Context: an optimization exercise on an open-source flow, tuned for small area, a short achievable clock period and few clock cycles per item. The choices shown serve that exercise and are no tape-out recipe. Only the layout flow was run in this run; the RTL was not checked for function there. Power figures rest on the tool's default switching activity, not on a simulated workload.

$ cat design.v
module col_pe (
  input  logic       i_clk,
  input  logic       i_rst,
  input  logic       i_vld,
  input  logic       i_eor,
  input  logic       i_eof,
  input  logic [7:0] i_data,
  output logic       o_rdy,
  input  logic       i_rdy,
  output logic       o_vld,
  output logic       o_eor,
  output logic       o_eof,
  output logic [7:0] o_data,
  output logic       o_err
);
  localparam int NCOL = 64;
  localparam int NROW = 6;
  localparam int QDEP = 4;    
  localparam int CAP  = QDEP + 1;
  logic [5:0] col_q;
  logic [2:0] rows_q;
  logic [6:0] width_q;
  logic       err_q;
  logic       rdy_q;
  logic       accept_s, col63_s, row_end_s, forced_s, eof_s, mismatch_s, stream_s;
  logic [6:0] col_plus1_s;
  assign accept_s    = i_vld && rdy_q && !i_rst;
  assign col63_s     = (col_q == 6'd63);
  assign row_end_s   = i_eor || col63_s;
  assign forced_s    = !i_eor && col63_s;
  assign eof_s       = i_eor && i_eof;
  assign col_plus1_s = {1'b0, col_q} + 7'd1;
  assign mismatch_s  = (width_q != 7'd0) && (col_plus1_s != width_q);
  assign stream_s    = (rows_q == 3'd6);
  always_ff @(posedge i_clk) begin
    if (i_rst) begin
      col_q   <= '0;
      rows_q  <= 3'd0;
      width_q <= '0;
      err_q   <= 1'b0;
    end else if (accept_s) begin
      if (row_end_s) begin
        col_q <= '0;
        if (forced_s || mismatch_s) err_q <= 1'b1;
        if (eof_s) begin
          rows_q  <= 3'd0;
          width_q <= '0;
        end else begin
          if (rows_q != 3'd6) rows_q <= rows_q + 3'd1;
          if (width_q == '0) width_q <= col_plus1_s;
        end
      end else begin
        col_q <= col_q + 6'd1;
      end
    end
  end
  logic       a_wr_q, a_res_q, a_eor_q, a_eof_q;
  logic [5:0] a_col_q;
  logic [7:0] a_data_q;
  always_ff @(posedge i_clk) begin
    a_wr_q   <= accept_s;
    a_res_q  <= accept_s && stream_s;
    a_eor_q  <= row_end_s;
    a_eof_q  <= eof_s;
    a_col_q  <= col_q;
    a_data_q <= i_data;
  end
  logic [7:0] lb_q [NROW][NCOL];
  logic [NCOL-1:0] sel_s;
  logic [7:0] rd_s [NROW];
  always_comb begin
    for (int c = 0; c < NCOL; c++) sel_s[c] = (a_col_q == 6'(c));
  end
  always_ff @(posedge i_clk) begin
    for (int c = 0; c < NCOL; c++) begin
      if (a_wr_q && sel_s[c]) begin
        lb_q[0][c] <= a_data_q;
        for (int k = 1; k < NROW; k++) lb_q[k][c] <= lb_q[k-1][c];
      end
    end
  end
  always_comb begin
    for (int k = 0; k < NROW; k++) begin
      rd_s[k] = '0;
      for (int c = 0; c < NCOL; c++) rd_s[k] = rd_s[k] | (lb_q[k][c] & {8{sel_s[c]}});
    end
  end
  logic [7:0] b_d_q;
  logic [7:0] b_h_q [NROW];
  logic       b_res_q, b_eor_q, b_eof_q;
  always_ff @(posedge i_clk) begin
    b_d_q   <= a_data_q;
    for (int k = 0; k < NROW; k++) b_h_q[k] <= rd_s[k];
    b_res_q <= a_res_q && !i_rst;
    b_eor_q <= a_eor_q;
    b_eof_q <= a_eof_q;
  end
  logic [11:0] p_s, n_s;
  assign p_s = {4'd0, b_d_q}
             + {4'd0, b_h_q[1]} + {3'd0, b_h_q[1], 1'b0}
             + {4'd0, b_h_q[3]} + {2'd0, b_h_q[3], 2'b0}
             + {1'b0, b_h_q[5], 3'b0} - {4'd0, b_h_q[5]};
  assign n_s = {3'd0, b_h_q[0], 1'b0}
             + {2'd0, b_h_q[2], 2'b0}
             + {2'd0, b_h_q[4], 2'b0} + {3'd0, b_h_q[4], 1'b0};
  logic [11:0] c_p_q, c_n_q;
  logic        c_res_q, c_eor_q, c_eof_q;
  always_ff @(posedge i_clk) begin
    c_p_q   <= p_s;
    c_n_q   <= n_s;
    c_res_q <= b_res_q && !i_rst;
    c_eor_q <= b_eor_q;
    c_eof_q <= b_eof_q;
  end
  logic [12:0] sum_s;
  logic [7:0]  clamp_s;
  assign sum_s = {1'b0, c_p_q} - {1'b0, c_n_q};
  always_comb begin
    if (sum_s[12])              clamp_s = 8'd0;
    else if (sum_s[11:10] != 0) clamp_s = 8'd255;
    else                        clamp_s = sum_s[9:2];
  end
  logic [9:0] in_s;
  logic       in_vld_s, pop_s, out_free_s;
  logic [9:0] out_q;
  logic       out_vld_q;
  logic [9:0] q_mem [QDEP];
  logic [1:0] q_rd_q, q_wr_q;
  logic [2:0] q_cnt_q;
  logic [2:0] cnt_q;      
  logic [2:0] cnt_s;
  assign in_s       = {clamp_s, c_eor_q, c_eof_q};
  assign in_vld_s   = c_res_q;
  assign pop_s      = out_vld_q && i_rdy;
  assign out_free_s = !out_vld_q || i_rdy;
  always_ff @(posedge i_clk) begin
    if (i_rst) begin
      out_vld_q <= 1'b0;
      q_rd_q    <= '0;
      q_wr_q    <= '0;
      q_cnt_q   <= '0;
    end else if (out_free_s) begin
      if (q_cnt_q != 0) begin
        out_vld_q <= 1'b1;
        q_rd_q    <= q_rd_q + 2'd1;
        if (in_vld_s) q_wr_q <= q_wr_q + 2'd1;
        else          q_cnt_q <= q_cnt_q - 3'd1;
      end else begin
        out_vld_q <= in_vld_s;
      end
    end else if (in_vld_s) begin
      q_wr_q  <= q_wr_q + 2'd1;
      q_cnt_q <= q_cnt_q + 3'd1;
    end
  end
  always_ff @(posedge i_clk) begin
    if (out_free_s) out_q <= (q_cnt_q != 0) ? q_mem[q_rd_q] : in_s;
  end
  always_ff @(posedge i_clk) begin
    for (int e = 0; e < QDEP; e++) begin
      if (in_vld_s && (q_cnt_q != 0 || !out_free_s) && q_wr_q == 2'(e)) q_mem[e] <= in_s;
    end
  end
  always_comb begin
    cnt_s = cnt_q;
    if (accept_s && stream_s) cnt_s = cnt_s + 3'd1;
    if (pop_s)                cnt_s = cnt_s - 3'd1;
  end
  always_ff @(posedge i_clk) begin
    if (i_rst) begin
      cnt_q <= '0;
      rdy_q <= 1'b1;
    end else begin
      cnt_q <= cnt_s;
      rdy_q <= (cnt_s < 3'(CAP));
    end
  end
  assign o_rdy  = rdy_q;
  assign o_vld  = out_vld_q;
  assign o_data = out_q[9:2];
  assign o_eor  = out_q[1];
  assign o_eof  = out_q[0];
  assign o_err  = err_q;
endmodule
$ cat run.sh
#!/bin/bash
# synth_recipe.tcl (not shown) runs the flow's synth.tcl, then flattens the netlist and writes it again
# the make line also repeats each setting of config.mk as NAME=value (left out here)
make -C /OpenROAD-flow-scripts/flow DESIGN_CONFIG=/design/flow/config.mk WORK_HOME=/design/flow/orfs CLKGATE_MAP_FILE= SYNTH_SCRIPT=/design/flow/synth_recipe.tcl finish
$ cat config.mk
export PLATFORM = sky130hd
export DESIGN_NAME = col_pe
export DESIGN_NICKNAME = col_pe
export VERILOG_FILES = /design/flow/design.v
export SDC_FILE = /design/flow/constraint.sdc
export NUM_CORES = 4
export LEC_CHECK = 0
export CAP_MARGIN = 20
export CORE_MARGIN = 2
export CORE_UTILIZATION = 40
export SLEW_MARGIN = 20
$ cat constraint.sdc
create_clock -name core_clock -period 6.5 [get_ports {i_clk}]
set_input_delay 1.3000 -clock core_clock [delete_from_list [all_inputs] [get_ports {i_clk}]]
set_output_delay 1.3000 -clock core_clock [all_outputs]
set_load 0.01 [all_outputs]
==> run summary <==
## area by class of cell
class	count	area, sq um
Antenna cell	12	30.0
Clock buffer	415	8760
Clock inverter	173	1940
Fill cell	24600	159000
Inverter	95	357
Multi-Input combinational cell	2936	20600
Sequential cell	3253	96400
Tap cell	3919	4900
Timing Repair Buffer	277	2440
## worst max-delay path: stages (launching register included)
cell and delay (ns):
dfxtp_1 0.35, fa_1 0.54, inv_1 0.07, fa_1 0.51, fa_1 0.50, inv_1 0.06, fa_1 0.49, ha_1 0.19
inv_1 0.07, fa_1 0.46, inv_1 0.09, a21o_1 0.12, a21oi_1 0.09, o21bai_1 0.15, a21oi_1 0.12, o21ai_0 0.26
xnor2_1 0.13
## cell families after synthesis
group | share of synthesized area
fa+ha+maj | 0.0148
compound gates | 0.103
simple gates | 0.0465
xor+xnor | 0.00311
buf+inv | 0.0159
flops | 0.815
mux | 0.000847
## worst max-delay path by stage
| stage | to | slack (ns) | cells past startpoint |
|---|---|---|---|
| 3_3_place_gp | c_p_q[11] | 1.97 | 16 |
| 4_1_cts | c_p_q[11] | 2.24 | 16 |
| 2_1_floorplan | c_p_q[11] | 2.65 | 16 |
| 3_5_place_dp | c_p_q[11] | 2.26 | 16 |
| 5_1_grt | c_p_q[11] | 2.01 | 16 |
| 6_report | c_p_q[11] | 2.18 | 16 |
## layout by cell type, fill, tap and decap left out, types with 71 or more instances in the layout
cell          n
clkbuf_1     71
nor4_1       90
a22oi_1    1526
inv_1        94
buf_4       227
clkbuf_16   336
edfxtp_1   3122
nand4_1     185
nor3_1       92
nand2_1     495
nor2_1       87
dfxtp_1     122
## metrics by stage
step / util / hold WS, ns / total power [mW] / cells / cell area, sq um
5_1_grt: 0.460 / 0.330 / 47.0 / 11100 / 135000
3_5_place_dp: 0.424 / 0.314 / 27.0 / 10500 / 125000
3_3_place_gp: 0.424 / 0.316 / 27.0 / 10500 / 125000
2_1_floorplan: - / 0.310 / 25.8 / 6638 / 118000
6_report: 0.460 / 0.324 / 45.9 / 11100 / 135000
4_1_cts: 0.460 / 0.328 / 45.8 / 11100 / 135000
## flip-flops by register name (all words and copies together), names as in the netlist, 2 cells and up
| name | cells |
|---|---|
| a_col_q | 6 |
| a_data_q | 8 |
| b_d_q | 8 |
| b_h_q | 48 |
| c_n_q | 11 |
| c_p_q | 11 |
| cnt_q | 3 |
| col_q | 6 |
| lb_q | 3072 |
| out_q | 10 |
| q_cnt_q | 3 |
| q_mem | 40 |
| q_rd_q | 2 |
| q_wr_q | 2 |
| rows_q | 3 |
| width_q | 7 |
## routing by layer
metal,share of wire,wire (um)
met3,0.16,79600
met2,0.41,200000
met4,0.082,40200
met1,0.34,167000
met5,0.00027,133
## power by group
| part | switching [mW] | total, mW | internal, mW |
|---|---|---|---|
| Sequential | 0.219 | 23.3 | 23.1 |
| Clock | 8.17 | 19.3 | 11.1 |
| Combinational | 2.07 | 3.38 | 1.31 |
==> results.yml <==
detailed_routing:
  drcViolationCount: 0
  wl_um: 487000
  antenna_left: 0
  first_pass_iters: 7
  drt_iter0_drc: 15700
  routed_via_density: 6.77
  wl_per_cell_um: 43.9
  vias: 75000
synth:
  yosysUniqueCellTypes: 62
  syn-num-nets: 6761
  synthTopCellsByArea: "edfxtp_1 79%, a22oi_1 9.7%, dfxtp_1 2.2%"
  syn_area_per_cell_sq_um: 17.8
  synth_most_common_cell: "edfxtp_1"
  synth_cells: 6638
  synthFlopType: "edfxtp_1"
  syn-cell-area_sq_um: 118000
  synth_seq_cells: 3253
  synth_top_area_frac: 0.793
  ys_seq_area_frac: 0.815
  async_reset_ff_frac: 0
  yosysTopAreaCell: "edfxtp_1"
  yosysWarnings: 5
  synth_common_cells: "3122 x edfxtp_1, 1526 x a22oi_1, 495 x nand2_1, 187 x clkbuf_1, 185 x nand4_1"
  synth_edf_count: 3122
timing:
  timing.fmax_mhz: 232
  min_period_over_period: 0.664
  post-route-min-period_ns: 4.32
  finClkSkew_ns: 0.0686
  slew_headroom: 0.208
  drv_slew: 0
  fin_ws_ns: 2.18
  tns_ns: 0
  grt_setup_unrepaired: "no"
  tightest_slew_ns: 1.19
  setup_violations: 0
  hold_viol: 0
clocking:
  cts_max_level: 5
  path_clk_slew_ns: 0.06
  ctsResizeCount: 0
  root_buffer: "clkbuf_16"
  cts_buffers: 327
  clock_latency_ns: 0.92
  cts_hold_buf: 0
  cts_setup_buffers: 0
  cts_sinks: 3253
  cts_tree: "built"
  clk_path_buf_depth: 4
grt:
  grt.busiest_layer: "met2"
  grt_usage: 0.318
  grtUsageMet1: 0.418
  first_global_vias: 71500
  grt_max_degree: 66
  grt_pass1_wl_um: 644000
  antenna_found_initial: 23
  grt_use_met3: 0.108
  grtUsageMet2: 0.448
  gr-total-overflow: 0
die:
  initial_core_util: 0.402
  ios: 27
  die_w_um: 548
  die_height_um: 548
  dieArea_sq_um: 300000
  num_rows: 199
  core_area_sq_um: 294000
critical_path:
  crit_type: "reg2reg"
  r2r_start: "b_h_q[3][1]"
  start_kind: "register"
  end_kind: "register"
  reg2reg_slack_ns: 2.18
  cp_max_fo: 2
  cp-startpoint: "b_h_q[3][1]"
  crit_arrival_ns: 5.11
  reg2reg_depth: 16
  required_ns: 7.30
  worstReg2RegEnd: "c_p_q[11]"
placed_design:
  place_congestion: 1.03
  place_ws_ns: 2.26
  place_hpwl_um: 323000
  io_buffers: 26
min_path:
  hp-class: "reg2reg"
  min-delay-start: "b_eof_q"
  hold_depth: 0
  worst_hold_path.endpoint: "c_eof_q"
finish:
  syn_to_final_growth_pct: 14.6
  nets: 7013
  drive_gt1_frac: 0.121
power:
  vdd_drop_max_uv: 218
  power_leakage_nw: 43.8
  power.density_nw_per_um2: 339
run:
  cap_viol_max_count: 0
outcome:
  outcome: "complete, no violations"

## port drivers added, routing unchanged
No port has a modelled driver above. Below, the same layout with a new extraction and two added sets of constraints. Step 1: set_driving_cell puts a clkbuf_16 on i_clk and a buf_2 on each other input, an assumption about the parent block. Step 2 adds t to the input delays and takes it off the output delays; t is the mean of the earliest and latest rising clock arrival at the registers after step 1. Input paths then give back, and output paths get back, about the clock's delay inside the block. Slacks: ideal / step 1 / step 2; pairs: ideal / step 1.
shift t [ns]: 0.987
setup slack, ns: 2.184 / 2.184 / 2.184
clock arrival spread, ns: 0.072 / 0.072
cell pins on the clock port's net: 1
After both steps setup and hold are still met in this run. The setup slack of this run moves by 0.000 ns with the drivers and by 0.000 ns with both steps.
